What follows belongs to an exercise in optimizing a design on an open flow for small area, a short achievable clock period and few clock cycles; a production flow would make more cautious choices. Only simulation tests tie the RTL to the original design; equivalence was not proved. Power and IR drop assume default switching activity.

==> design/flow/design.v <==
`default_nettype none
module alu_muldiv_unit #(
    parameter int WIDTH = 32,
    parameter int SHW   = $clog2(WIDTH)
) (
    input  wire logic             clk,
    input  wire logic             rst,
    input  wire logic [4:0]       ALUControl,
    input  wire logic [WIDTH-1:0] SrcA,
    input  wire logic [WIDTH-1:0] SrcB,
    input  wire logic             start,
    output logic      [WIDTH-1:0] ALUOut,
    output logic                  ZERO,
    output logic                  OVF,
    output logic                  busy,
    output logic                  done,
    output logic                  dz,
    output logic                  stall,
    output logic      [WIDTH-1:0] hi_o,
    output logic      [WIDTH-1:0] lo_o
);
    function automatic logic [5:0] bitlen(input logic [31:0] v);
        bitlen = 6'd0;
        for (int i = 0; i < 32; i++)
            if (v[i]) bitlen = 6'(i + 1);
    endfunction
    function automatic logic [31:0] lowor(input logic [31:0] v);
        logic [31:0] t;
        t = {v[30:0], 1'b0};
        for (int l = 0; l < 5; l++)
            for (int i = 0; i < 32; i++)
                if ((i >> l) & 1) t[i] = t[i] | t[((i >> l) << l) - 1];
        lowor = t;
    endfunction
    function automatic logic [31:0] rev32(input logic [31:0] v);
        for (int i = 0; i < 32; i++) rev32[i] = v[31-i];
    endfunction
    logic        r_busy, r_div, r_done, r_dz, r_negq, r_negr;
    logic [3:0]  r_cnt;
    logic [31:0] r_hi, r_lo;
    logic [33:0] r_x;      
    logic [31:0] r_y;      
    logic [8:0]  r_yb;     
    logic [4:0]  op;
    logic [31:0] a, b;
    assign op = ALUControl;
    assign a  = SrcA;
    assign b  = SrcB;
    logic [31:0] addr, bx, shres, alu;
    logic        co, sub, slt, sltu, ovf;
    logic [31:0] sh_in, sh_out;
    logic [63:0] sh_ext;
    logic        sh_left, sh_fill;
    assign sub  = ~op[0] | op[1];
    assign bx   = b ^ {32{sub}};
    assign {co, addr} = {1'b0, a} + {1'b0, bx} + {32'd0, sub};
    assign sltu = ~co;
    assign slt  = (a[31] ^ b[31]) ? a[31] : addr[31];
    assign sh_left = (op == 5'd9);
    assign sh_fill = (op == 5'd11) & b[31];
    assign sh_in   = sh_left ? rev32(b) : b;
    assign sh_ext  = {{32{sh_fill}}, sh_in};
    assign sh_out  = 32'(sh_ext >> a[4:0]);
    assign shres   = sh_left ? rev32(sh_out) : sh_out;
    logic [31:0] alu_o, zk;
    logic        s_as, s_lt, lt, z_as, z_o;
    always_comb begin
        alu_o = '0;
        case (op)
            5'd0:  alu_o = b;
            5'd3:  alu_o = a | b;
            5'd4:  alu_o = a & b;
            5'd5:  alu_o = a ^ b;
            5'd6:  alu_o = ~(a | b);
            5'd9, 5'd10, 5'd11: alu_o = shres;
            5'd16: alu_o = hi_o;
            5'd17: alu_o = lo_o;
            default: alu_o = '0;
        endcase
    end
    assign s_as = (op == 5'd1) | (op == 5'd2);
    assign s_lt = (op == 5'd7) | (op == 5'd8);
    assign lt   = op[0] ? slt : sltu;
    assign alu  = s_as ? addr : (s_lt ? {31'd0, lt} : alu_o);
    assign ovf  = s_as & (a[31] == bx[31]) & (addr[31] != a[31]);
    assign zk   = (a ^ bx) ^ {a[30:0] | bx[30:0], sub};
    assign z_as = ~|zk;
    assign z_o  = ~|alu_o;
    assign ALUOut = alu;
    assign ZERO   = s_as ? z_as : (s_lt ? ~lt : z_o);
    assign OVF    = ovf;
    logic accept, is_md, is_seq;
    assign is_md  = (op[4:2] == 3'b011);                  
    assign is_seq = is_md | (op[4:2] == 3'b100);           
    assign accept = ~r_busy & start & is_md;
    assign busy  = r_busy | accept;
    assign stall = busy & is_seq;
    assign done  = r_done;
    assign dz    = r_dz;
    logic [31:0] hi_neg, lo_neg;
    assign hi_neg = r_hi ^ lowor(r_hi);
    assign lo_neg = r_lo ^ lowor(r_lo);
    assign hi_o = (r_done & r_negr) ? hi_neg : r_hi;
    assign lo_o = (r_done & r_negq) ? lo_neg : r_lo;
    logic        sgn, a_neg, b_neg, is_div;
    logic [31:0] mag_a, mag_b;
    assign is_div = op[1];
    assign sgn    = ~op[0];
    assign a_neg  = sgn & a[31];
    assign b_neg  = sgn & b[31];
    assign mag_a  = a ^ ({32{a_neg}} & lowor(a));
    assign mag_b  = b ^ ({32{b_neg}} & lowor(b));
    logic [5:0]  wa, wb;
    logic signed [6:0] dsh;
    logic [4:0]  dsh_odd;
    logic        b_zero, d_none;
    logic [3:0]  d_cnt;
    logic [33:0] d_al;
    assign wa      = a_neg ? bitlen(~a) + 6'd1 : bitlen(a);
    assign wb      = b_neg ? bitlen(~b | 32'd1) : bitlen(b);
    assign dsh     = $signed({1'b0, wa}) - $signed({1'b0, wb});
    assign b_zero  = (b == '0);
    assign d_none  = dsh[6] & ~b_zero;                    
    assign dsh_odd = b_zero ? 5'd31 : (dsh[4:0] | 5'd1);
    assign d_cnt   = dsh_odd[4:1];                         
    assign d_al    = {2'b00, mag_b} << dsh_odd;
    logic        uns;
    logic [2:0]  ga, gb, gm;
    logic        swap;
    logic [31:0] m_x, m_y;
    assign uns = op[0];
    function automatic logic [2:0] groups(input logic [31:0] v, input logic u);
        logic s;
        s = v[31];
        if (u & s)                       groups = 3'd4;
        else if (v == '0)                groups = 3'd0;
        else if (v[31:7]  == {25{s}})    groups = 3'd1;
        else if (v[31:15] == {17{s}})    groups = 3'd2;
        else if (v[31:23] == {9{s}})     groups = 3'd3;
        else                             groups = 3'd4;
    endfunction
    assign ga   = groups(a, uns);
    assign gb   = groups(b, uns);
    assign swap = (gb > ga);
    assign m_y  = swap ? a : b;
    assign m_x  = swap ? b : a;
    assign gm   = swap ? ga : gb;
    function automatic logic [8:0] ygroup(input logic [31:0] y, input logic [1:0] g);
        case (g)
            2'd0:    ygroup = {y[7:0], 1'b0};
            2'd1:    ygroup = y[15:7];
            2'd2:    ygroup = y[23:15];
            default: ygroup = y[31:23];
        endcase
    endfunction
    logic [8:0]  ybits;       
    logic [63:0] acc_new;
    assign ybits = r_yb;
    logic [63:0] pp [4];
    logic [63:0] nk;
    always_comb begin
        nk = '0;
        nk[63:33] = 31'h7FFFFFAB;    
        for (int j = 0; j < 4; j++) begin
            logic y0, y1, y2, one, two, neg;
            logic [33:0] mag, p;
            y0  = ybits[2*j];
            y1  = ybits[2*j+1];
            y2  = ybits[2*j+2];
            one = y1 ^ y0;
            two = (y2 ^ y1) & ~one;
            neg = y2;
            mag = one ? {r_x[32], r_x[32:0]} : (two ? {r_x[32:0], 1'b0} : 34'd0);
            p   = neg ? ~mag : mag;
            pp[j] = 64'({~p[33], p[32:0]}) << (2*j);
            nk[2*j] = neg;
        end
    end
    function automatic logic [127:0] csa(input logic [63:0] x, y, z);
        csa = {((x & y) | (x & z) | (y & z)) << 1, x ^ y ^ z};
    endfunction
    logic [63:0] s1, c1, s2, c2, s3, c3, s4, c4, acc8;
    logic        acc_co;
    assign acc8 = {r_hi[23:0], r_lo, 8'd0};
    assign {c1, s1} = csa(pp[0], pp[1], pp[2]);
    assign {c2, s2} = csa(pp[3], acc8, nk);
    assign {c3, s3} = csa(s1, c1, s2);
    assign {c4, s4} = csa(s3, c3, c2);
    amd_pfx_add #(64, 1) u_mcpa (.a(s4), .b(c4), .cin(1'b0), .s(acc_new), .cout(acc_co));
    logic [33:0] t1, t2;
    logic        ge1, ge2;
    logic [31:0] r1, r2;
    logic [33:0] dx1;
    assign dx1 = {1'b0, r_x[33:1]};
    amd_pfx_add #(34) u_ds1 (.a({2'b00, r_hi}), .b(~r_x), .cin(1'b1), .s(t1), .cout(ge1));
    assign r1  = ge1 ? t1[31:0] : r_hi;
    amd_pfx_add #(34) u_ds2 (.a({2'b00, r1}), .b(~dx1), .cin(1'b1), .s(t2), .cout(ge2));
    assign r2  = ge2 ? t2[31:0] : r1;
    logic last;
    assign last = (r_cnt == 4'd0);
    always_ff @(posedge clk) begin
        if (rst) begin
            r_busy <= 1'b0;
            r_done <= 1'b0;
            r_dz   <= 1'b0;
            r_negq <= 1'b0;
            r_negr <= 1'b0;
            r_hi   <= '0;
            r_lo   <= '0;
        end else begin
            r_done <= 1'b0;
            r_hi   <= hi_o;
            r_lo   <= lo_o;
            if (accept) begin
                r_div <= is_div;
                if (is_div) begin
                    r_busy <= ~d_none;
                    r_done <= d_none;
                    r_cnt  <= d_cnt;
                    r_x    <= d_al;
                    r_hi   <= mag_a;
                    r_lo   <= '0;
                    r_dz   <= b_zero;
                    r_negq <= a_neg ^ b_neg;
                    r_negr <= a_neg;
                end else begin
                    r_busy <= (gm != 3'd0);
                    r_done <= (gm == 3'd0);
                    r_cnt  <= {2'b00, gm[1:0] - 2'd1};
                    r_x    <= {1'b0, ~uns & m_x[31], m_x};
                    r_y    <= m_y;
                    r_yb   <= ygroup(m_y, gm[1:0] - 2'd1);
                    r_hi   <= '0;
                    r_lo   <= (uns & m_y[31]) ? m_x : '0;
                    r_dz   <= 1'b0;
                    r_negq <= 1'b0;
                    r_negr <= 1'b0;
                end
            end else if (r_busy) begin
                r_cnt <= r_cnt - 4'd1;
                if (last) begin
                    r_busy <= 1'b0;
                    r_done <= 1'b1;
                end
                if (r_div) begin
                    r_x  <= {2'b00, r_x[33:2]};
                    r_hi <= r2;
                    r_lo <= {r_lo[29:0], ge1, ge2};
                end else begin
                    {r_hi, r_lo} <= acc_new;
                    r_yb         <= ygroup(r_y, r_cnt[1:0] - 2'd1);
                end
            end else if (start) begin
                if (op == 5'd18) r_hi <= a;
                if (op == 5'd19) r_lo <= a;
            end
        end
    end
endmodule
module amd_pfx_add #(
    parameter int N    = 32,
    parameter int FAST = 0
) (
    input  wire logic [N-1:0] a,
    input  wire logic [N-1:0] b,
    input  wire logic         cin,
    output logic      [N-1:0] s,
    output logic              cout
);
    localparam int L = $clog2(N + 1);
    logic [N:0] g, p, gg, pp;
    always_comb begin
        g  = {a & b, cin};
        p  = {a ^ b, 1'b0};
        gg = g;
        pp = p;
        if (FAST != 0) begin
            for (int l = 0; l < L; l++) begin
                for (int i = N; i >= 0; i--)
                    if ((i >> l) & 1) begin
                        gg[i] = gg[i] | (pp[i] & gg[((i >> l) << l) - 1]);
                        pp[i] = pp[i] & pp[((i >> l) << l) - 1];
                    end
            end
        end else begin
            for (int l = 0; l < L; l++) begin
                for (int i = N; i >= 0; i--)
                    if (((i + 1) % (2 << l)) == 0) begin
                        gg[i] = gg[i] | (pp[i] & gg[i - (1 << l)]);
                        pp[i] = pp[i] & pp[i - (1 << l)];
                    end
            end
            for (int l = L - 1; l >= 0; l--) begin
                for (int i = N; i >= 0; i--)
                    if (((i + 1) % (2 << l)) == (1 << l) && i >= (2 << l)) begin
                        gg[i] = gg[i] | (pp[i] & gg[i - (1 << l)]);
                        pp[i] = pp[i] & pp[i - (1 << l)];
                    end
            end
        end
        s    = p[N:1] ^ gg[N-1:0];
        cout = gg[N];
    end
endmodule
`default_nettype wire
==> design/flow/flow/run.sh <==
#!/bin/bash
# Standard layout, except: synthesis leaves adders to ABC (no full/half-adder
# cell mapping), the ports are buffered by buf_2 cells (in place of the
# default delay-buffer cells), and repair may resize across footprints.
set -euo pipefail
cd "$(dirname "${BASH_SOURCE[0]}")/.."
bash standard.sh ADDER_MAP_FILE= \
    'BUFFER_PORTS_ARGS=-buffer_cell sky130_fd_sc_hd__buf_2' \
    MATCH_CELL_FOOTPRINT=0 finish > flow_make.log 2>&1
==> design/flow/standard.sh <==
#!/bin/bash
# synth_recipe.tcl (not shown) runs the flow's synth.tcl, then flattens the netlist and writes it again
# the make line also repeats each setting of config.mk as NAME=value (left out here)
make -C /OpenROAD-flow-scripts/flow DESIGN_CONFIG=/design/flow/config.mk WORK_HOME=/design/flow/orfs CLKGATE_MAP_FILE= SYNTH_SCRIPT=/design/flow/synth_recipe.tcl "${@:-finish}"
==> design/flow/config.mk <==
export PLATFORM = sky130hd
export DESIGN_NAME = alu_muldiv_unit
export DESIGN_NICKNAME = alu_muldiv_unit
export VERILOG_FILES = /design/flow/design.v
export SDC_FILE = /design/flow/constraint.sdc
export NUM_CORES = 4
export LEC_CHECK = 0
export ABC_AREA = 1
export CAP_MARGIN = 20
export CORE_MARGIN = 2
export CORE_UTILIZATION = 55
export PLACE_DENSITY = 0.7
export SETUP_SLACK_MARGIN = 2.0
export SLEW_MARGIN = 20
==> design/flow/constraint.sdc <==
create_clock -name core_clock -period 9.5 [get_ports {clk}]
set_input_delay 1.9000 -clock core_clock [delete_from_list [all_inputs] [get_ports {clk}]]
set_output_delay 1.9000 -clock core_clock [all_outputs]
set_load 0.01 [all_outputs]
==> summary.md, run 1 <==
| Metric | Value |
|---|---|
| Num CTS Buffers | 17 |
| Avg Vias per Cell | 6.459 |
| Flops & latches, synth | 149 |
| WP data arrival | about 5.8 ns |
| CTS tree | yes |
| Crit path buf inv count | 3 |
| Chip width | around 250 um |
| Crit path kind | in2out |
| CTS clk-pin slew, worst paths | approximately 0.070 ns |
| Ys flop type | edfxtp_1 |
| Most common cell in the netlist | nand2_1 |
| DRT Pass-1 Iters | 17 |
| DP HPWL | 141100 um |
| Placed Cells | between 7000 and 8000 |
| Crit path time final | ~7.7 ns |
| Die area | 63630 sq um |
| Drt drc | 0 |
| Layout area overhead | 9.908% |
| Final setup fails | 0 |
| CP Max Fanout | 8 |
| Peak VDD IR | 0.1340 mV |
| Setup TNS | 0 ns |
| Largest stage delay, worst path | 0.51 ns |
| Post-synth top cells | nand2_1 (1997), inv_1 (627), nor2_1 (574) |
| # rows | a little over 90 |
| Final ANT Viol Nets | 0 |
| Crit share post-route | between 80% and 90% |
| Final slew viol count | 0 |
| Status | no timing/DRC/antenna violations |
| Number of global-route vias before repair | 40319 |
| Gate count after technology mapping | 6327 |
| GPL Wtd Cong | 1.163 |
| Worst clock skew | 0.01957 ns |
| Share of the synthesized area in the top cell type | 22.12% |
| Data required time at the worst endpoint | approximately 7.6 ns |
| Worst setup EP type | output port |
| IO Port Bufs | 173 |
| Unrepaired setup endpoints after global routing | true |
| Later-pin clock latency in the skew report | 0.47 ns |
| Largest net degree at the start of global routing | 70 |
| Fmax achieved | about 130 MHz |
| Final hold vios | 0 |
| Core box area | between 60000 and 70000 sq um |
| Initial antenna violation count | 16 |
| Leak | ~0.018 uW |
| Via count | 46548 |
| Final Non-Filler Cells | 7207 |
| H-tree Lvls | 4 |
| Total grt overflow | 0 |
| Initial DRC count | approximately 8400 |
| GRT Overall Usage | between 50 and 60% |
| Final nets | approximately 6500 |
| Root Buffer | clkbuf_16 |
| Util after Layout | about three fifths |
| Yosys warns | 4 |
| Worst hold path type | reg2reg |
| Hold WS | about 0.46 ns |
| Biggest area consumer among synthesized cells | nand2_1 |
| Post-synth EDFFs | 80 |
| Critical path's slowest cell | clkinv_1 |
| Top Family by Delay on Critical Path | simple AND/OR/NAND/NOR gates |
| Worst-margin pin slew | approximately 1.3 ns |
| Hold buffer count at CTS | 0 |
| Mapped cell area | 33890 sq um |
| Total wire length | roughly 190000 um |
| Most frequent CP cell | nand2_1 |
| PwrDens | 100.6 nW/um^2 |
| Drt wl/cell | 25.93 um |
| Syn avg cell area | approximately 5.4 sq um |
| First-pass GRT wire length | 264300 um |
| Layout cell share with drive strength beyond 1 | ~11% |
| CTS sink count | roughly 150 |
| CP Launch Type | primary input |
| Share of flip-flops with an asynchronous set or reset | 0% |
| Max-cap violation count | 0 |
| Seq/Total Area, Yosys | between 10% and 20% |
| Pwr Total | 3747 uW |
| Top post-synthesis cells by area | nand2_1 (22%), xor2_1 (11%), o21ai_0 (7.6%) |
| Rel. slew slack | 16.33% |
| Io pins | approximately 170 |
| Initial core utilization | 55.23% |
| Max Buffers Root-to-Sink | 2 |
| Post-synthesis cell type count | 78 |
| Post-synth net total | 6399 |
| Vertical die dimension | roughly 250 um |
-- per-stage QoR --
| stage | cell area, sq um | setup slack [ns] |
|---|---|---|
| 6_report | 37250 | 1.791 |
| 3_5_place_dp | 35160 | 1.096 |
| 4_1_cts | 36220 | 1.916 |
| 2_1_floorplan | 33890 | 2.433 |
| 5_1_grt | 37220 | 1.475 |
| 3_3_place_gp | 35160 | 1.189 |
-- layout make-up --
type / count / area, sq um
diodes: 13 / 32.53
clock buffers: 17 / 425.4
clock inverters: 15 / 168.9
fillers: 6200 / 24120
inverters: 724 / 2791
multi-input cells: 5154 / 26730
flip-flops and latches: 149 / 3785
well taps: 790 / 988.4
repair buffers: 344 / 2321
repair inverters: 1 / 7.507
-- cell families after synthesis --
group                      count (synthesis)  synth area share [%]
AOI/OAI and AO/OA                       1463                 25.10
and+or+nand+nor                         3201                 38.88
adders and majority gates                  4                0.1218
muxes                                      7                0.2067
buffers and inverters                   1028                 12.12
DFF                                      149                 11.16
xor gates and xnor gates                 475                 12.41
-- timing repair --
item,in CTS,in global routing
setup buffers,21,46
pin swaps,23,79
cloned,3,4
gates resized for setup,118,199
endpoints found under the setup margin,16,24
-- metal layers --
metal / vias up / share of wire, % / track usage, %
met5: - / 0.033 / 0
met1: 20369 / 34 / 66.27
met4: 10 / 12 / 50.90
li1: 20807 / - / -
met3: 1223 / 17 / 22.97
met2: 4139 / 37 / 76.79
-- state kept, by name, indices dropped and copies added, names as in the netlist --
| name | flops |
|---|---|
| r_x | 34 |
| r_negq | 1 |
| r_cnt | 4 |
| r_div | 1 |
| r_done | 1 |
| r_yb | 9 |
| r_negr | 1 |
| r_busy | 1 |
| r_lo | 32 |
| r_hi | 32 |
| r_y | 32 |
| r_dz | 1 |
-- cells in the final DEF, fill, tap and decap left out, drive strengths merged, types with 4 or more instances in the layout --
master / count
o21a: 6
edfxtp: 80
maj3: 4
o211ai: 78
nand3b: 5
nand2: 2041
nor3: 29
xor2: 418
clkinv: 48
xnor2: 57
nand2b: 9
dfxtp: 69
a31oi: 32
buf: 338
o21bai: 12
nand4: 37
a31o: 7
a221oi: 26
o21ai: 564
clkbuf: 23
a22oi: 17
diode: 13
a2111oi: 7
o311ai: 5
nand3: 383
inv: 678
a21oi: 501
mux2i: 7
a21boi: 33
nor4: 24
and2: 5
nor2: 587
a32oi: 4
o31ai: 14
o2111ai: 14
or2: 82
clkinvlp: 14
o221ai: 14
o22ai: 112
-- worst reg2reg max path, delay by kind of cell, from the launching register on --
kind,cells,cell delay (ns)
AND/OR/NAND/NOR,23,3.52
buffers and inverters,5,1.91
AO/OA/AOI/OAI,3,0.65
flip-flops,1,0.57
-- power by group --
group | total [uW] | internal, uW | switching, uW
sequential | 728 | 696 | 32.1
combinational | 2310 | 677 | 1640
clock | 706 | 355 | 351
total | 3750 | 1730 | 2020
-- final timing paths --
kind                                        start                   to  slack, ns  cells past startpoint
worst min register to register  r_dz$_SDFFE_PP0P_    r_dz$_SDFFE_PP0P_       0.46                      2
worst max register to register  r_x[28]$_DFFE_PP_  r_hi[29]$_SDFF_PP0_       2.79                     31
worst max-delay path                     SrcB[29]                 ZERO       1.79                     25
worst min-delay path            r_dz$_SDFFE_PP0P_    r_dz$_SDFFE_PP0P_       0.46                      2
Testbench counts, summed over its fixed seeds: cycles 6,323.
==> run 2, diff against run 1 <==
--- a/design/flow/design.v
+++ b/design/flow/design.v
@@ -86,5 +86,17 @@
     assign zk   = (a ^ bx) ^ {a[30:0] | bx[30:0], sub};
     assign z_as = ~|zk;
-    assign z_o  = ~|alu_o;
+    always_comb begin
+        case (op)
+            5'd0:    z_o = ~|b;
+            5'd3:    z_o = ~|(a | b);
+            5'd4:    z_o = ~|(a & b);
+            5'd5:    z_o = (a == b);
+            5'd6:    z_o = &(a | b);
+            5'd9, 5'd10, 5'd11: z_o = ~|shres;
+            5'd16:   z_o = ~|r_hi;           
+            5'd17:   z_o = ~|r_lo;
+            default: z_o = 1'b1;
+        endcase
+    end
     assign ALUOut = alu;
     assign ZERO   = s_as ? z_as : (s_lt ? ~lt : z_o);
--- a/design/flow/config.mk
+++ b/design/flow/config.mk
@@ -9,6 +9,6 @@
 export CAP_MARGIN = 20
 export CORE_MARGIN = 2
-export CORE_UTILIZATION = 55
-export PLACE_DENSITY = 0.7
+export CORE_UTILIZATION = 45
+export PLACE_DENSITY = 0.6
 export SETUP_SLACK_MARGIN = 2.0
 export SLEW_MARGIN = 20
==> run 2 against run 1 <==
Compared with the run above: clock power increased by 2%; fmax increased by 0.64%; total power increased by 1.6%; via count increased by 2.4%; final area increased by 3.4%; sequential share of layout area decreased by 0.33 points; non-clock buffer count increased by 42; combinational power increased by 2%; critical endpoint unchanged; synthesized area increased by 2.5%; critical path depth decreased by 5; die area increased by 25%.
==> summary.md, run 2 <==
| Metric | Value |
|---|---|
| # rows | about 100 |
| Most flops, register | r_x |
| WHS Endpoint | r_dz$_SDFFE_PP0P_ |
| DP HPWL | roughly 160000 um |
| Chip width | 281.8 um |
| Num CTS Buffers | 17 |
| Root Buffer | clkbuf_16 |
| Layout area overhead | 10.89% |
| Final setup fails | 0 |
| Hold Startpoint | r_dz$_SDFFE_PP0P_ |
| Placed Cells | 7546 |
| Later-pin clock latency in the skew report | 0.50 ns |
| CP Max Fanout | 8 |
| DP Area | 36480 sq um |
| Total wire length | 212300 um |
| Initial antenna violation count | 20 |
| CP Launch Type | primary input |
| Max-cap violation count | 0 |
| CTS sink count | 149 |
| PwrDens | 98.88 nW/um^2 |
| Crit share post-route | 80.64% |
| GPL Wtd Cong | 1.176 |
| Gate count after technology mapping | 6537 |
| Critical path's slowest cell | clkinv_1 |
| Util after Layout | between 50 and 60% |
| Most common cell after layout, fill and taps aside | nand2_1 |
| Setup TNS | 0 ns |
| Syn avg cell area | 5.314 sq um |
| H-tree Lvls | 4 |
| Final ANT Viol Nets | 0 |
| Share of flip-flops with an asynchronous set or reset | 0% |
| Crit path time final | roughly 7.7 ns |
| Crit path kind | in2out |
| Commonest non-fill, non-tap cells in the layout | nand2_1 (2054), inv_1 (708), nor2_1 (616), a21oi_1 (465), xor2_1 (426) |
| Share of the synthesized area in the top cell type | 22.47% |
| R2r worst-path depth | 29 |
| Most frequent CP cell | nand2_1 |
| Yosys warns | 4 |
| Largest stage delay, worst path | 0.82 ns |
| Post-Layout Inst Area | 38520 sq um |
| IO Port Bufs | 173 |
| CP cell instances | buf_2 > clkinv_1 > nand2_1 > o21ai_2 > or2_2 > o21ai_0 > mux2i_1 > nand2_1 > o21ai_0 > a22oi_1 > nand2_1 > o21ai_0 > nor4_1 > nand3_1 > nor4b_2 > nand4_1 > o211ai_1 > nand2_1 > nand3_2 > buf_6 |
| CTS tree | yes |
| Rel. slew slack | 7.868% |
| Flops & latches, synth | 149 |
| Crit path buf inv count | 3 |
| Total grt overflow | 0 |
| WP data arrival | 5.76 ns |
| Worst hold path type | reg2reg |
| Die area | slightly below 80000 sq um |
| Post-synthesis cell type count | 77 |
| Worst-margin pin slew | approximately 1.4 ns |
| Unrepaired setup endpoints after global routing | true |
| Final slew viol count | 0 |
| Leak | 0.01936 uW |
| Drt drc | 0 |
| Core box area | 76200 sq um |
| Peak VDD IR | 0.1554 mV |
| Worst clock skew | 0.02574 ns |
| Vertical die dimension | 281.8 um |
| Via count | ~48000 |
| Biggest area consumer among synthesized cells | nand2_1 |
| Most common cell in the netlist | nand2_1 |
| Pwr Total | 3809 uW |
| Top post-synthesis cells by area | nand2_1 (22%), xor2_1 (11%), inv_1 (7.8%) |
| Fmax achieved | 130.5 MHz |
| Largest net degree at the start of global routing | 99 |
| Final nets | 6694 |
| Drt wl/cell | 27.66 um |
| Io pins | 174 |
| Final Non-Filler Cells | 7673 |
| Post-synth EDFFs | 80 |
| Number of global-route vias before repair | 42123 |
| Seq/Total Area, Yosys | 10.89% |
| Status | no timing/DRC/antenna violations |
| DRT Pass-1 Iters | 10 |
| Top Family by Delay on Critical Path | simple AND/OR/NAND/NOR gates |
| Ys flop type | edfxtp_1 |
| Mapped cell area | 34730 sq um |
| Max Buffers Root-to-Sink | 2 |
| Worst path depth | 20 |
| Avg Vias per Cell | 6.209 |
| Post-synth top cells | nand2_1 (2079), inv_1 (719), nor2_1 (634) |
| First-pass GRT wire length | 294600 um |
| RR Startpoint | r_x[10]$_DFFE_PP_ |
| Final-layout fill cell count | 8423 |
| Data required time at the worst endpoint | 7.60 ns |
| Final hold vios | 0 |
| Post-synth net total | about 6600 |
| Initial DRC count | 7298 |
| Largest register FFs | 34 |
| R2r endpoint | r_hi[31]$_SDFF_PP0_ |
| Layout cell share with drive strength beyond 1 | 10.08% |
| Worst setup EP type | output port |
| Initial core utilization | 45.58% |
| GRT Overall Usage | 51.44% |
| CTS clk-pin slew, worst paths | 0.07 ns |
| Worst reg-to-reg setup slack | 2.39 ns |
| Hold path cells | 2 |
[run 2: timing repair]
action	4_1_cts	5_1_grt
buffers inserted	53	30
pin swaps	22	34
hold buffers	0	0
endpoints found under the setup margin	21	61
gates cloned	1	3
resized for setup	65	150
[run 2: layer usage]
| layer | wire length [um] | track usage [%] | vias to the layer above |
|---|---|---|---|
| met2 | 84160 | 74.50 | 3537 |
| li1 | - | - | 21499 |
| met4 | 23270 | 44.65 | 24 |
| met3 | 29450 | 16.80 | 1017 |
| met5 | 178 | 0 | - |
| met1 | 75200 | 60.84 | 21568 |
[run 2: final cells by class]
type / count / area [sq um] / area share (%)
Timing Repair Buffer: 386 / 2668 / 6.926
Sequential cell: 149 / 3785 / 9.827
Multi-Input combinational cell: 5282 / 27160 / 70.50
Inverter: 785 / 2983 / 7.744
Clock inverter: 15 / 183.9 / 0.4775
Antenna cell: 8 / 20.02 / 0.05198
Timing Repair inverter: 1 / 7.507 / 0.01949
Clock buffer: 17 / 425.4 / 1.104
Tap cell: 1030 / 1289 / 3.346
[run 2: how the worst max path moves through the flow]
stage	startpoint	end	slack (ns)
after floorplan	ALUControl[1]	ZERO	2.41
after detailed placement	ALUControl[1]	ZERO	0.82
final	SrcB[18]	ZERO	1.84
after global placement	ALUControl[1]	ZERO	0.87
after CTS	ALUControl[1]	ZERO	1.97
after global routing	ALUControl[3]	ZERO	1.55
[run 2: where the power goes]
group | internal [uW] | switching (uW)
registers | 696 | 31.1
logic | 690 | 1670
clock network | 355 | 363
[run 2: cell families (layout without fill, tap and decap cells)]
| logic type | after synthesis | in the layout | share of synthesized area (%) |
|---|---|---|---|
| buffers and inverters | 1106 | 1204 | 12.61 |
| DFF | 149 | 149 | 10.89 |
| and+or+nand+nor | 3364 | 3364 | 39.79 |
| adders and majority gates | 1 | 1 | 0.02882 |
| other | 0 | 8 | 0 |
| muxes | 12 | 12 | 0.3458 |
| xor gates and xnor gates | 500 | 500 | 12.65 |
| AOI/OAI and AO/OA | 1405 | 1405 | 23.68 |
[run 2: tightest hold or removal path, delay by kind of cell, from the launching register on]
kind,cells,cell delay (ns)
AND/OR/NAND/NOR,1,0.06
flip-flops,1,0.32
AO/OA/AOI/OAI,1,0.05
[run 2: per-stage QoR]
step / hold WS (ns) / setup WS [ns]
global route: 0.4976 / 1.555
CTS: 0.4724 / 1.967
global placement: 0.4529 / 0.8749
floorplan: 0.4456 / 2.408
finish: 0.4686 / 1.839
detailed placement: 0.4605 / 0.8160
Testbench counts of run 2, summed over its fixed seeds: cycles 6,323.
==> run 3, diff against run 2 <==
--- a/design/flow/design.v
+++ b/design/flow/design.v
@@ -158,4 +158,7 @@
     assign m_x  = swap ? b : a;
     assign gm   = swap ? ga : gb;
+    logic [8:0]  yb_a, yb_b;
+    assign yb_a = ygroup(a, ga[1:0] - 2'd1);
+    assign yb_b = ygroup(b, gb[1:0] - 2'd1);
     function automatic logic [8:0] ygroup(input logic [31:0] y, input logic [1:0] g);
         case (g)
@@ -242,5 +245,5 @@
                     r_x    <= {1'b0, ~uns & m_x[31], m_x};
                     r_y    <= m_y;
-                    r_yb   <= ygroup(m_y, gm[1:0] - 2'd1);
+                    r_yb   <= swap ? yb_a : yb_b;
                     r_hi   <= '0;
                     r_lo   <= (uns & m_y[31]) ? m_x : '0;
==> run 3 against run 2 <==
Compared with the run above: core utilization down 0.27 points; synthesized cell count down 1.7%; clock power up 2.8%; clock skew down 0.013 ns; first-iteration DRC count up 5.1%; sequential share of layout area down 0.060 points; synthesized area up 0.28%; largest power group unchanged.
==> summary.md, run 3 <==
| Metric | Value |
|---|---|
| Gate count after technology mapping | 6429 |
| Syn avg cell area | 5.418 sq um |
| Status | no timing/DRC/antenna violations |
| Later-pin clock latency in the skew report | 0.49 ns |
| Most common cell after layout, fill and taps aside | nand2_1 |
| PwrDens | 99.30 nW/um^2 |
| Most frequent CP cell | nand2_1 |
| Leak | 0.01908 uW |
| Post-synthesis cell type count | 84 |
| GRT Overall Usage | 51.89% |
| Post-synth top cells | nand2_1 (1929), inv_1 (670), nor2_1 (645) |
| Pwr Total | 3848 uW |
| Share of flip-flops with an asynchronous set or reset | 0% |
| Post-synth EDFFs | 80 |
| Yosys warns | 4 |
| Final setup margin | about 1.7 ns |
| Initial DRC count | between 7000 and 8000 |
| Worst reg-to-reg setup slack | 2.94 ns |
| Final ANT Viol Nets | 0 |
| Critical path's slowest cell | nor4_1 |
| H-tree Lvls | 4 |
| Post-synth net total | 6501 |
| Data required time at the worst endpoint | 7.60 ns |
| DP Worst Slack | 0.9703 ns |
| Mapped cell area | about 35000 sq um |
| Seq/Total Area, Yosys | between 10% and 20% |
| Total wire length | 214500 um |
| Number of global-route vias before repair | 41286 |
| Max-cap violation count | 0 |
| Share of the synthesized area in the top cell type | 20.79% |
| Timing endpoint of the critical path | ZERO |
| Top post-synthesis cells by area | nand2_1 (21%), xor2_1 (10%), inv_1 (7.2%) |
| R2r worst-path depth | 30 |
| Max Buffers Root-to-Sink | 2 |
| Total grt overflow | 0 |
| R2r endpoint | r_hi[11]$_SDFF_PP0_ |
| Die area | ~80000 sq um |
| Ys flop type | edfxtp_1 |
| Initial core utilization | between 40 and 50% |
| CP startpoint | ALUControl[1] |
| Top Metal Used | met5 |
| Met2 wire length | 85560 um |
| Most flops, register | r_x |
| Hold buffer count at CTS | 0 |
| Routed length on met1 | around 75000 um |
| Avg Vias per Cell | 6.269 |
| RR Startpoint | r_yb[2]$_DFFE_PP_ |
| Final slew viol count | 0 |
| Via count | around 48000 |
| Hold WS | 0.4690 ns |
| Io pins | 174 |
| CTS tree | yes |
| Largest stage delay, worst path | 1.21 ns |
| Flops & latches, synth | 149 |
| Largest net degree at the start of global routing | 78 |
| Final hold vios | 0 |
| Crit share post-route | 81.99% |
| Vertical die dimension | 282.2 um |
| Largest register FFs | 34 |
| Layout cell share with drive strength beyond 1 | 12.30% |
| Layout area overhead | 11.27% |
| Num CTS Buffers | 17 |
| IO Port Bufs | 173 |
| Worst setup EP type | output port |
| Final-layout fill cell count | 8527 |
| Worst hold path type | reg2reg |
| WP data arrival | 5.89 ns |
| Met3 Wirelength | 31050 um |
| Crit path time final | 7.789 ns |
| DRT Pass-1 Iters | 11 |
| CTS clk-pin slew, worst paths | 0.07 ns |
| CP cell instances | buf_8 > buf_4 > nor2_1 > inv_1 > nor2_2 > inv_1 > nor4_1 > nor3_1 > nand3_1 > nand2_1 > nand2_1 > nand2_1 > o31ai_2 > buf_2 |
| CP Launch Type | primary input |
| Fmax achieved | 128.4 MHz |
| Setup TNS | 0 ns |
| GPL Wtd Cong | 1.124 |
| Crit path kind | in2out |
| Commonest non-fill, non-tap cells in the layout | nand2_1 (1902), inv_1 (651), nor2_1 (631), a21oi_1 (464), o21ai_0 (420) |
| Peak VDD IR | ~0.14 mV |
| Most common cell in the netlist | nand2_1 |
| Worst-margin pin slew | about 1.4 ns |
| DP HPWL | ~160000 um |
| Core box area | 77080 sq um |
| Rel. slew slack | 8.647% |
| # rows | between 100 and 150 |
| Root Buffer | clkbuf_16 |
| Chip width | 282.2 um |
| Drt drc | 0 |
| CP Max Fanout | 13 |
| Unrepaired setup endpoints after global routing | true |
| CTS sink count | 149 |
| Drt wl/cell | 28.24 um |
| First-pass GRT wire length | between 200000 and 300000 um |
| Initial antenna violation count | 21 |
| Hold Startpoint | r_negr$_SDFFE_PP0P_ |
| Final nets | about 6600 |
| Final setup fails | 0 |
| Biggest area consumer among synthesized cells | nand2_1 |
| Worst clock skew | 0.01244 ns |
-- run 3: critical path, delay by kind of cell --
kind            cells  cell delay (ns)
buf+inv             5             1.09
simple gates        8             2.76
compound gates      1             0.10
-- run 3: layout make-up --
class                   instances  area [sq um]  share of cell area, %
multi-input cells            5187         27110                  69.94
inverters                     773          3007                  7.758
repair inverters                2         20.02                0.05166
diodes                          9         22.52                0.05811
well taps                    1040          1301                  3.358
repair buffers                404          2909                  7.506
clock buffers                  18         429.2                  1.107
clock inverters                14         175.2                 0.4520
flip-flops and latches        149          3785                  9.766
-- run 3: how the worst min path moves through the flow --
stage / end / slack [ns] / cells after the start
2_1_floorplan: r_negq$_SDFFE_PP0P_ / 0.45 / 2
3_3_place_gp: r_negr$_SDFFE_PP0P_ / 0.45 / 2
3_5_place_dp: r_negr$_SDFFE_PP0P_ / 0.46 / 2
4_1_cts: r_negr$_SDFFE_PP0P_ / 0.47 / 2
5_1_grt: r_dz$_SDFFE_PP0P_ / 0.51 / 2
6_report: r_negr$_SDFFE_PP0P_ / 0.47 / 2
-- run 3: logic make-up after synthesis --
family,share of synthesized area [%]
muxes,0.2586
buffers and inverters,13.17
and+or+nand+nor,38.59
xor gates and xnor gates,12.02
DFF,10.86
AOI/OAI and AO/OA,25.10
-- run 3: stage by stage --
step	cell area [sq um]	utilization (%)	std cells
floorplan	34830	-	6429
global placement	36150	46.90	7426
detailed placement	36160	46.91	7426
CTS	37600	48.78	7521
global route	38730	50.25	7588
finish	38750	50.28	7596
-- run 3: layer usage --
metal	vias up	track usage [%]
li1	21269	-
met1	21469	61.09
met2	3726	74.60
met3	1137	19.21
met4	20	43.24
met5	-	1.282
-- run 3: repair_timing --
item                                    in CTS  in global routing
gates cloned                                 3                  3
setup buffers                               60                 62
resized for setup                          115                191
pin swaps                                   26                 63
endpoints found under the setup margin      23                 30
endpoints found under the hold margin        0                  0
-- run 3: report_power, final --
part / total [uW] / switching [uW] / leakage, uW / internal [uW]
combinational: 2380 / 1680 / 0.0175 / 702
sequential: 728 / 33.7 / 0.00128 / 694
clock: 738 / 324 / 0.000289 / 414
Testbench counts of run 3, summed over its fixed seeds: cycles 6,323.
==> run 4, diff against run 3 <==
--- a/design/flow/config.mk
+++ b/design/flow/config.mk
@@ -11,4 +11,4 @@
 export CORE_UTILIZATION = 45
 export PLACE_DENSITY = 0.6
-export SETUP_SLACK_MARGIN = 2.0
+export SETUP_SLACK_MARGIN = 1.5
 export SLEW_MARGIN = 20
==> run 4 against run 3 <==
Compared with the run above: now fails the layout checks on capacitance limit, slew limit; global-route usage is 0.41 points lower; worst hold slack worse by 0.0017 ns; via count is 1.3% lower; clock skew is 0.0020 ns lower; sequential share of layout area is 0.32 points higher; count of clock-buffer cells in the layout stayed put; critical path type unchanged.
==> summary.md, run 4 <==
| Metric | Value |
|---|---|
| Seq/Total Area, Yosys | 10.86% |
| Most common cell in the netlist | nand2_1 |
| First-pass GRT wire length | 293400 um |
| WP data arrival | between 6 and 7 ns |
| GPL Wtd Cong | 1.124 |
| CTS clk-pin slew, worst paths | 0.07 ns |
| Rel. slew slack | -3.339% |
| Worst reg-to-reg setup slack | 2.97 ns |
| Avg Vias per Cell | 6.260 |
| Biggest area consumer among synthesized cells | nand2_1 |
| Peak VDD IR | 0.1359 mV |
| Most flops, register | r_x |
| CTS tree | yes |
| GRT Overall Usage | 51.49% |
| WHS Endpoint | r_dz$_SDFFE_PP0P_ |
| Num CTS Buffers | 17 |
| Met2 wire length | 84350 um |
| Crit path kind | in2out |
| Ys flop type | edfxtp_1 |
| Drt wl/cell | 28.23 um |
| Gate count after technology mapping | 6429 |
| Share of flip-flops with an asynchronous set or reset | 0% |
| Final nets | 6515 |
| Post-synth EDFFs | 80 |
| DRT Pass-1 Iters | 10 |
| Share of the synthesized area in the top cell type | 20.79% |
| Most common cell after layout, fill and taps aside | nand2_1 |
| IO Port Bufs | 173 |
| Vertical die dimension | 282.2 um |
| Util after Layout | 48.67% |
| Setup TNS | 0 ns |
| Post-synthesis cell type count | 84 |
| Number of global-route vias before repair | 40842 |
| Io pins | 174 |
| Data required time at the worst endpoint | 7.60 ns |
| Met3 Wirelength | a little over 30000 um |
| Worst-margin pin slew | 1.534 ns |
| Crit share post-route | 84.31% |
| Routed length on met1 | 74400 um |
| Max-cap violation count | 1 |
| Initial antenna violation count | 16 |
| Worst setup EP type | output port |
| Leak | around 0.019 uW |
| Initial DRC count | 7202 |
| Worst hold path type | reg2reg |
| PwrDens | between 90 and 100 nW/um^2 |
| Largest register FFs | 34 |
| Top Family by Delay on Critical Path | simple AND/OR/NAND/NOR gates |
| Crit path buf inv count | 3 |
| Final hold vios | 0 |
| Drt drc | 0 |
| Unrepaired setup endpoints after global routing | true |
| Layout area overhead | 7.705% |
| Yosys warns | 4 |
| Hold path cells | 2 |
| Crit path time final | ~8 ns |
| Commonest non-fill, non-tap cells in the layout | nand2_1 (1912), inv_1 (663), nor2_1 (639), o21ai_0 (473), a21oi_1 (465) |
| CTS sink count | 149 |
| Failing Checks | capacitance limit, slew limit |
| Root Buffer | clkbuf_16 |
| # rows | a little over 100 |
| Post-synth top cells | nand2_1 (1929), inv_1 (670), nor2_1 (645) |
| Layout cell share with drive strength beyond 1 | 10.05% |
| Critical path's slowest cell | nor3_1 |
| Final-layout fill cell count | just under 9000 |
| Final slew viol count | 3 |
| Total wire length | 212000 um |
| Fmax achieved | approximately 120 MHz |
| Largest net degree at the start of global routing | 78 |
| Total grt overflow | 0 |
| Max Buffers Root-to-Sink | 2 |
| Hold Startpoint | r_dz$_SDFFE_PP0P_ |
| Flops & latches, synth | 149 |
| DP HPWL | about 160000 um |
| H-tree Lvls | 4 |
| CP Launch Type | primary input |
| Post-synth net total | 6501 |
| CP Max Fanout | 16 |
| R2r worst-path depth | 30 |
| Hold buffer count at CTS | 0 |
| Via count | 47003 |
| Final setup fails | 0 |
| Core box area | about 77000 sq um |
| RR Startpoint | r_yb[2]$_DFFE_PP_ |
| Worst clock skew | roughly 0.010 ns |
| Mapped cell area | roughly 35000 sq um |
| Top Metal Used | met5 |
| Initial core utilization | a little under half |
| Chip width | 282.2 um |
| Most frequent CP cell | nand2_1 |
| CP cell instances | buf_2 > inv_1 > nand2_1 > nor3_1 > nand2_1 > nor4_1 > nand4_1 > o311ai_0 > nor3_1 > nand3_1 > nand2_1 > nand2_1 > nand2_1 > o31ai_2 > buf_2 |
| Status | finished with violations |
| Final ANT Viol Nets | 0 |
| Top post-synthesis cells by area | nand2_1 (21%), xor2_1 (10%), inv_1 (7.2%) |
| Die area | about 80000 sq um |
| Later-pin clock latency in the skew report | 0.49 ns |
| Syn avg cell area | 5.418 sq um |
| Largest stage delay, worst path | 0.90 ns |
| R2r endpoint | r_hi[11]$_SDFF_PP0_ |
| Pwr Total | 3734 uW |
-- run 4: cell counts after synthesis --
No cell type changed its count.
-- run 4: worst register-to-register path, delay by kind of cell (launching register included) --
kind	cells	cell delay, ns
buf+inv	2	0.99
flops	1	0.38
compound gates	5	1.10
xor+xnor	4	0.75
simple gates	19	3.21
-- run 4: worst max path at each step --
stage	from	to	depth (start not counted)
finish	SrcA[30]	ZERO	15
global route	ALUControl[1]	ALUOut[25]	31
global placement	ALUControl[0]	ALUOut[23]	28
floorplan	ALUControl[1]	ALUOut[21]	28
CTS	ALUControl[1]	ALUOut[21]	30
detailed placement	ALUControl[0]	ALUOut[25]	28
-- run 4: per-stage QoR --
| stage | hold WS (ns) | cells | setup WS, ns | area [sq um] |
|---|---|---|---|---|
| final | 0.4673 | 7509 | 1.491 | 37510 |
| after global routing | 0.5150 | 7497 | 1.364 | 37480 |
| after CTS | 0.4663 | 7459 | 1.515 | 36830 |
| after detailed placement | 0.4557 | 7426 | 0.9703 | 36160 |
| after global placement | 0.4532 | 7426 | 1.070 | 36150 |
| after floorplan | 0.4456 | 6429 | 2.319 | 34830 |
-- run 4: timing repair --
| item | in CTS | in global routing |
|---|---|---|
| resized for setup | 20 | 87 |
| setup endpoints to repair | 11 | 11 |
| hold endpoints to repair | 0 | 0 |
| pin swaps | 0 | 35 |
| gates cloned | 0 | 3 |
| buffers inserted | 1 | 34 |
-- run 4: cell families after synthesis --
| family | count (synthesis) | synth area share, % |
|---|---|---|
| XOR/XNOR | 472 | 12.02 |
| flip-flops | 149 | 10.86 |
| AND/OR/NAND/NOR | 3231 | 38.59 |
| AO/OA/AOI/OAI | 1475 | 25.10 |
| multiplexers | 9 | 0.2586 |
| buffers and inverters | 1093 | 13.17 |
-- run 4: area by class of cell --
type                            count  area (sq um)  area share (%)
Multi-Input combinational cell   5187         26800           71.44
Sequential cell                   149          3785           10.09
Inverter                          773          2953           7.871
Antenna cell                       13         32.53         0.08672
Clock inverter                     14         175.2          0.4669
Tap cell                         1040          1301           3.469
Timing Repair Buffer              315          2038           5.433
Clock buffer                       18         429.2           1.144
-- run 4: per-layer routing --
| layer | vias to the layer above | global-route usage, % |
|---|---|---|
| li1 | 21087 | - |
| met1 | 21164 | 60.76 |
| met2 | 3658 | 74.11 |
| met3 | 1080 | 18.85 |
| met4 | 14 | 42.63 |
| met5 | - | 1.221 |
-- run 4: power breakdown --
group | total (uW) | internal (uW) | switching (uW)
Sequential | 727 | 694 | 33.0
Combinational | 2270 | 629 | 1640
Clock | 735 | 415 | 321
Total | 3730 | 1740 | 2000
==> run 5, diff against run 4 <==
--- a/design/flow/design.v
+++ b/design/flow/design.v
@@ -33,4 +33,41 @@
         lowor = t;
     endfunction
+    function automatic logic [3:0] div3(input logic [4:0] v);
+        case (v)
+            5'd0: div3 = 4'd0;
+            5'd1: div3 = 4'd0;
+            5'd2: div3 = 4'd0;
+            5'd3: div3 = 4'd1;
+            5'd4: div3 = 4'd1;
+            5'd5: div3 = 4'd1;
+            5'd6: div3 = 4'd2;
+            5'd7: div3 = 4'd2;
+            5'd8: div3 = 4'd2;
+            5'd9: div3 = 4'd3;
+            5'd10: div3 = 4'd3;
+            5'd11: div3 = 4'd3;
+            5'd12: div3 = 4'd4;
+            5'd13: div3 = 4'd4;
+            5'd14: div3 = 4'd4;
+            5'd15: div3 = 4'd5;
+            5'd16: div3 = 4'd5;
+            5'd17: div3 = 4'd5;
+            5'd18: div3 = 4'd6;
+            5'd19: div3 = 4'd6;
+            5'd20: div3 = 4'd6;
+            5'd21: div3 = 4'd7;
+            5'd22: div3 = 4'd7;
+            5'd23: div3 = 4'd7;
+            5'd24: div3 = 4'd8;
+            5'd25: div3 = 4'd8;
+            5'd26: div3 = 4'd8;
+            5'd27: div3 = 4'd9;
+            5'd28: div3 = 4'd9;
+            5'd29: div3 = 4'd9;
+            5'd30: div3 = 4'd10;
+            5'd31: div3 = 4'd10;
+            default: div3 = 4'd0;
+        endcase
+    endfunction
     function automatic logic [31:0] rev32(input logic [31:0] v);
         for (int i = 0; i < 32; i++) rev32[i] = v[31-i];
@@ -39,5 +76,5 @@
     logic [3:0]  r_cnt;
     logic [31:0] r_hi, r_lo;
-    logic [33:0] r_x;      
+    logic [34:0] r_x;      
     logic [31:0] r_y;      
     logic [8:0]  r_yb;     
@@ -86,17 +123,5 @@
     assign zk   = (a ^ bx) ^ {a[30:0] | bx[30:0], sub};
     assign z_as = ~|zk;
-    always_comb begin
-        case (op)
-            5'd0:    z_o = ~|b;
-            5'd3:    z_o = ~|(a | b);
-            5'd4:    z_o = ~|(a & b);
-            5'd5:    z_o = (a == b);
-            5'd6:    z_o = &(a | b);
-            5'd9, 5'd10, 5'd11: z_o = ~|shres;
-            5'd16:   z_o = ~|r_hi;           
-            5'd17:   z_o = ~|r_lo;
-            default: z_o = 1'b1;
-        endcase
-    end
+    assign z_o  = ~|alu_o;
     assign ALUOut = alu;
     assign ZERO   = s_as ? z_as : (s_lt ? ~lt : z_o);
@@ -125,8 +150,8 @@
     logic [5:0]  wa, wb;
     logic signed [6:0] dsh;
-    logic [4:0]  dsh_odd;
+    logic [5:0]  d_sh;
     logic        b_zero, d_none;
     logic [3:0]  d_cnt;
-    logic [33:0] d_al;
+    logic [34:0] d_al;
     assign wa      = a_neg ? bitlen(~a) + 6'd1 : bitlen(a);
     assign wb      = b_neg ? bitlen(~b | 32'd1) : bitlen(b);
@@ -134,7 +159,7 @@
     assign b_zero  = (b == '0);
     assign d_none  = dsh[6] & ~b_zero;                    
-    assign dsh_odd = b_zero ? 5'd31 : (dsh[4:0] | 5'd1);
-    assign d_cnt   = dsh_odd[4:1];                         
-    assign d_al    = {2'b00, mag_b} << dsh_odd;
+    assign d_cnt   = b_zero ? 4'd10 : div3(dsh[4:0]);         
+    assign d_sh    = {d_cnt, 1'b0} + {2'b00, d_cnt} + 6'd2;
+    assign d_al    = {3'b000, mag_b} << d_sh;
     logic        uns;
     logic [2:0]  ga, gb, gm;
@@ -158,7 +183,4 @@
     assign m_x  = swap ? b : a;
     assign gm   = swap ? ga : gb;
-    logic [8:0]  yb_a, yb_b;
-    assign yb_a = ygroup(a, ga[1:0] - 2'd1);
-    assign yb_b = ygroup(b, gb[1:0] - 2'd1);
     function automatic logic [8:0] ygroup(input logic [31:0] y, input logic [1:0] g);
         case (g)
@@ -203,13 +225,16 @@
     assign {c4, s4} = csa(s3, c3, c2);
     amd_pfx_add #(64, 1) u_mcpa (.a(s4), .b(c4), .cin(1'b0), .s(acc_new), .cout(acc_co));
-    logic [33:0] t1, t2;
-    logic        ge1, ge2;
-    logic [31:0] r1, r2;
-    logic [33:0] dx1;
-    assign dx1 = {1'b0, r_x[33:1]};
-    amd_pfx_add #(34) u_ds1 (.a({2'b00, r_hi}), .b(~r_x), .cin(1'b1), .s(t1), .cout(ge1));
+    logic [34:0] t1, t2, t3;
+    logic        ge1, ge2, ge3;
+    logic [31:0] r1, r2, r3;
+    logic [34:0] dx1, dx2;
+    assign dx1 = {1'b0, r_x[34:1]};
+    assign dx2 = {2'b00, r_x[34:2]};
+    amd_pfx_add #(35) u_ds1 (.a({3'b000, r_hi}), .b(~r_x), .cin(1'b1), .s(t1), .cout(ge1));
     assign r1  = ge1 ? t1[31:0] : r_hi;
-    amd_pfx_add #(34) u_ds2 (.a({2'b00, r1}), .b(~dx1), .cin(1'b1), .s(t2), .cout(ge2));
+    amd_pfx_add #(35) u_ds2 (.a({3'b000, r1}), .b(~dx1), .cin(1'b1), .s(t2), .cout(ge2));
     assign r2  = ge2 ? t2[31:0] : r1;
+    amd_pfx_add #(35) u_ds3 (.a({3'b000, r2}), .b(~dx2), .cin(1'b1), .s(t3), .cout(ge3));
+    assign r3  = ge3 ? t3[31:0] : r2;
     logic last;
     assign last = (r_cnt == 4'd0);
@@ -243,7 +268,7 @@
                     r_done <= (gm == 3'd0);
                     r_cnt  <= {2'b00, gm[1:0] - 2'd1};
-                    r_x    <= {1'b0, ~uns & m_x[31], m_x};
+                    r_x    <= {2'b00, ~uns & m_x[31], m_x};
                     r_y    <= m_y;
-                    r_yb   <= swap ? yb_a : yb_b;
+                    r_yb   <= ygroup(m_y, gm[1:0] - 2'd1);
                     r_hi   <= '0;
                     r_lo   <= (uns & m_y[31]) ? m_x : '0;
@@ -259,7 +284,7 @@
                 end
                 if (r_div) begin
-                    r_x  <= {2'b00, r_x[33:2]};
-                    r_hi <= r2;
-                    r_lo <= {r_lo[29:0], ge1, ge2};
+                    r_x  <= {3'b000, r_x[34:3]};
+                    r_hi <= r3;
+                    r_lo <= {r_lo[28:0], ge1, ge2, ge3};
                 end else begin
                     {r_hi, r_lo} <= acc_new;
--- a/design/flow/config.mk
+++ b/design/flow/config.mk
@@ -11,4 +11,4 @@
 export CORE_UTILIZATION = 45
 export PLACE_DENSITY = 0.6
-export SETUP_SLACK_MARGIN = 1.5
+export SETUP_SLACK_MARGIN = 2.0
 export SLEW_MARGIN = 20
==> run 5 against run 4 <==
Compared with the run above: now clean on timing, DRC and antenna; synthesized area is 2.7% higher; total power is 33% higher; die area is 2.6% higher; final area is 11% higher; non-clock buffer count is 238 higher; count of clock-buffer cells in the layout is 1 lower; combinational power is 53% higher; via count is 7.1% higher; fmax is 2.9% lower; sequential cell count is 1 higher; clock power is 3.7% higher; critical path type is now reg2out; highest routed layer unchanged.
==> summary.md, run 5 <==
| Metric | Value |
|---|---|
| Largest net degree at the start of global routing | 79 |
| WHS Endpoint | r_negr$_SDFFE_PP0P_ |
| Clk pwr share | 15.3% |
| Post-synth net total | 6889 |
| Worst reg-to-reg setup slack | between 2 and 2.5 ns |
| Final nets | slightly above 7000 |
| WP data arrival | between 6 and 7 ns |
| Most frequent CP cell | nand2_1 |
| Share of flip-flops with an asynchronous set or reset | 0% |
| Drt drc | 0 |
| Io pins | 174 |
| IO Port Bufs | 173 |
| Worst-margin pin slew | between 1 and 1.5 ns |
| Compound-Gate Fraction of Synth Area | 24.31% |
| Largest register FFs | 35 |
| Peak VDD IR | 0.1933 mV |
| Crit share post-route | 86.86% |
| Layout cell share with drive strength beyond 1 | 14.25% |
| Num CTS Buffers | 17 |
| Drt wl/cell | ~27 um |
| Hold path cells | 2 |
| CTS sink count | 150 |
| Gate count after technology mapping | 6817 |
| Core box area | approximately 79000 sq um |
| Final ANT Viol Nets | 0 |
| Top Family by Delay on Critical Path | simple AND/OR/NAND/NOR gates |
| Leak | 0.02096 uW |
| PwrDens | 119.5 nW/um^2 |
| Worst hold path type | reg2reg |
| CP cell instances | nand2_1 > inv_1 > o21ai_0 > xor2_1 > inv_1 > a221oi_1 > nand2_1 > nor3_2 > nand4_1 > nor2_1 > nand3_1 > or3_4 > nor4_2 > nand4_1 > nand2_1 > nand2_1 > o41ai_2 > buf_2 |
| CTS tree | yes |
| Number of global-route vias before repair | 44072 |
| Critical path's slowest cell | inv_1 |
| Final setup fails | 0 |
| DRT Pass-1 Iters | 9 |
| GRT Overall Usage | ~52% |
| Most common cell after layout, fill and taps aside | nand2_1 |
| Worst path depth | 18 |
| Ys flop type | edfxtp_1 |
| Syn avg cell area | 5.246 sq um |
| Switching share of total power | 55.48% |
| Final Non-Filler Cells | 8121 |
| Crit path time final | 8.252 ns |
| RR Startpoint | r_x[6]$_DFFE_PP_ |
| Hold WS | ~0.47 ns |
| R2r endpoint | r_hi[1]$_SDFF_PP0_ |
| Post-Synth Adder-Cell Area | 0% |
| Layout area overhead | 16.26% |
| Commonest non-fill, non-tap cells in the layout | nand2_1 (2154), inv_1 (683), nor2_1 (526), o21ai_0 (476), a21oi_1 (462) |
| Die area | 81750 sq um |
| Final setup margin | 1.248 ns |
| Rel. slew slack | 17.89% |
| Max Buffers Root-to-Sink | 2 |
| Initial antenna violation count | 19 |
| Crit path kind | reg2out |
| GPL Wtd Cong | approximately 1.2 |
| Seq/Total Area, Yosys | 10.66% |
| Hold Startpoint | r_negr$_SDFFE_PP0P_ |
| Fmax achieved | 121.2 MHz |
| Chip width | 285.9 um |
| CTS clk-pin slew, worst paths | ~0.07 ns |
| # rows | 103 |
| Unrepaired setup endpoints after global routing | true |
| Largest stage delay, worst path | 0.90 ns |
| Total grt overflow | 0 |
| XOR/XNOR Fraction of Synth Area | 11.68% |
| Total internal power | between 2000 and 2500 uW |
| Main combinational cell family by area after synthesis | simple AND/OR/NAND/NOR gates |
| Share of the synthesized area in the top cell type | 23.07% |
| Data required time at the worst endpoint | 7.60 ns |
| Worst clock skew | around 0.018 ns |
| Later-pin clock latency in the skew report | 0.47 ns |
| Setup TNS | 0 ns |
| DP HPWL | 168300 um |
| Final-layout fill cell count | 8658 |
| Status | no timing/DRC/antenna violations |
| Most flops, register | r_x |
| Yosys warns | 4 |
| Post-synth top cells | nand2_1 (2198), inv_1 (717), o21ai_0 (570) |
| Hold buffer count at CTS | 0 |
| Worst setup EP type | output port |
| Post-synthesis cell type count | 69 |
| Top post-synthesis cells by area | nand2_1 (23%), xor2_1 (10%), o21ai_0 (8.0%) |
| DP Worst Slack | 1.050 ns |
| Placed Cells | 7880 |
| H-tree Lvls | 4 |
| Initial core utilization | 45.35% |
| Post-synth EDFFs | 81 |
| CP Launch Type | register |
| Via count | just over 50000 |
| Root Buffer | clkbuf_16 |
| Final hold vios | 0 |
| Max-cap violation count | 0 |
| Simple-Gate Fraction of Synth Area | 40.32% |
| First-pass GRT wire length | 308800 um |
| Final slew viol count | 0 |
| Mapped cell area | 35760 sq um |
| Crit path buf inv count | 3 |
| Most common cell in the netlist | nand2_1 |
| Initial DRC count | 7119 |
| Flops & latches, synth | 150 |
| R2r worst-path depth | 47 |
| Switch Pwr | roughly 2800 uW |
| Vertical die dimension | around 290 um |
| Part of the power in combinational logic | 69.9% |
| Biggest area consumer among synthesized cells | nand2_1 |
| Post-synthesis mux area share | 0.3359% |
| CP Max Fanout | 22 |
| Flop pwr share | about 15% |
| Total wire length | between 200000 and 250000 um |
| Avg Vias per Cell | 6.196 |
## run 5: cell types whose count changed in the layout (fill, tap and decap cells not counted), sizes merged, moves of 13 or more
cell / delta
nand2: +243
buf: +233
clkinvlp: +14
nor3: -18
a221oi: -25
inv: +19
o211ai: +26
o221ai: -13
nand3: +131
o22ai: -30
o21ai: +52
nor2: -87
## run 5: worst min-delay path, cell delays in order, from the launching register on
cell and delay (ns):
dfxtp_1 0.31, nand2_1 0.06, a21oi_1 0.06
## run 5: final cells by class
cell class | count | area, sq um | share of cell area (%)
Multi-Input combinational cell | 5512 | 28460 | 68.44
Timing Repair Buffer | 553 | 4182 | 10.06
Sequential cell | 150 | 3827 | 9.205
Inverter | 807 | 3134 | 7.538
Tap cell | 1050 | 1314 | 3.160
Clock buffer | 17 | 425.4 | 1.023
Clock inverter | 15 | 192.7 | 0.4634
Antenna cell | 16 | 40.04 | 0.09629
Timing Repair inverter | 1 | 7.507 | 0.01805
## run 5: logic make-up (layout without fill, tap and decap cells)
kind of cell,Yosys count,in the layout
flops,150,150
xor+xnor,477,477
buf+inv,1157,1393
compound gates,1519,1519
other cells,0,16
simple gates,3502,3504
mux,12,12
## run 5: worst max-delay path by stage
stage | from | endpoint | slack, ns
after CTS | ALUControl[2] | ZERO | 1.59
after floorplan | ALUControl[1] | ALUOut[30] | 2.00
final | r_done$_SDFF_PP0_ | ZERO | 1.25
after global placement | SrcB[0] | ALUOut[30] | 1.06
after detailed placement | SrcB[0] | ALUOut[30] | 1.05
after global routing | ALUControl[2] | ZERO | 1.17
## run 5: metal layers
| layer | track usage, % | vias up | wire length (um) |
|---|---|---|---|
| met5 | 0 | - | 61 |
| met4 | 44.50 | 12 | 24360 |
| met3 | 18.43 | 1072 | 32310 |
| met2 | 72.97 | 3913 | 85160 |
| met1 | 62.54 | 22582 | 79160 |
| li1 | - | 22738 | - |
## run 5: power groups by stage
| stage | Sequential (uW) | Clock [uW] | Combinational, uW |
|---|---|---|---|
| after global placement | 744 | 0 | 2920 |
| after CTS | 730 | 750 | 3070 |
| after global routing | 733 | 776 | 3700 |
| after floorplan | 727 | 0 | 1990 |
| after detailed placement | 745 | 0 | 2920 |
| final | 732 | 762 | 3470 |
## run 5: metrics by stage
step | utilization, % | instance area [sq um] | power, uW
finish | 52.72 | 41580 | 4969
global route | 52.67 | 41540 | 5212
CTS | 50.92 | 40160 | 4551
detailed placement | 48.17 | 37990 | 3666
global placement | 48.17 | 37990 | 3664
floorplan | - | 35830 | 2716
## run 5: what timing repair did
action	4_1_cts	5_1_grt
setup endpoints to repair	65	92
cloned	3	3
buffers inserted	124	63
gates resized for setup	195	243
pin swaps	52	56
Testbench counts of run 5, summed over its fixed seeds: cycles 5,630.

## separate check: timing with driven ports
Ports are ideal in the flow. The routed layouts listed here were re-timed in OpenROAD.
Step 1 (the two cells are an assumption about what drives the block):
set clk [get_ports {clk}]
set_driving_cell -lib_cell sky130_fd_sc_hd__clkbuf_16 $clk
set_driving_cell -lib_cell sky130_fd_sc_hd__buf_2 [delete_from_list [all_inputs] $clk]
Step 2 also shifts input and output timing later by t, the mid clock arrival at the registers, as if the neighbouring blocks saw the same clock.
Slacks: ideal / step 1 / step 2; pairs: ideal / step 1.
run	shift t [ns]	setup slack, ns	worst setup path after step 2	worst register clock-pin slew, ns
run 1	0.516	1.791 / 1.755 / 1.487	input to register	0.08 / 0.08
run 2	0.549	1.839 / 1.816 / 1.405	input to register	0.09 / 0.09
run 3	0.555	1.711 / 1.673 / 1.454	input to register	0.07 / 0.07
run 4	0.548	1.491 / 1.464 / 1.317	input to register	0.07 / 0.07
run 5	0.533	1.248 / 1.180 / 1.370	input to output	0.08 / 0.08
For run 2, which loses most, drivers alone change the setup slack by -0.023 ns; drivers and shift together by -0.434 ns.
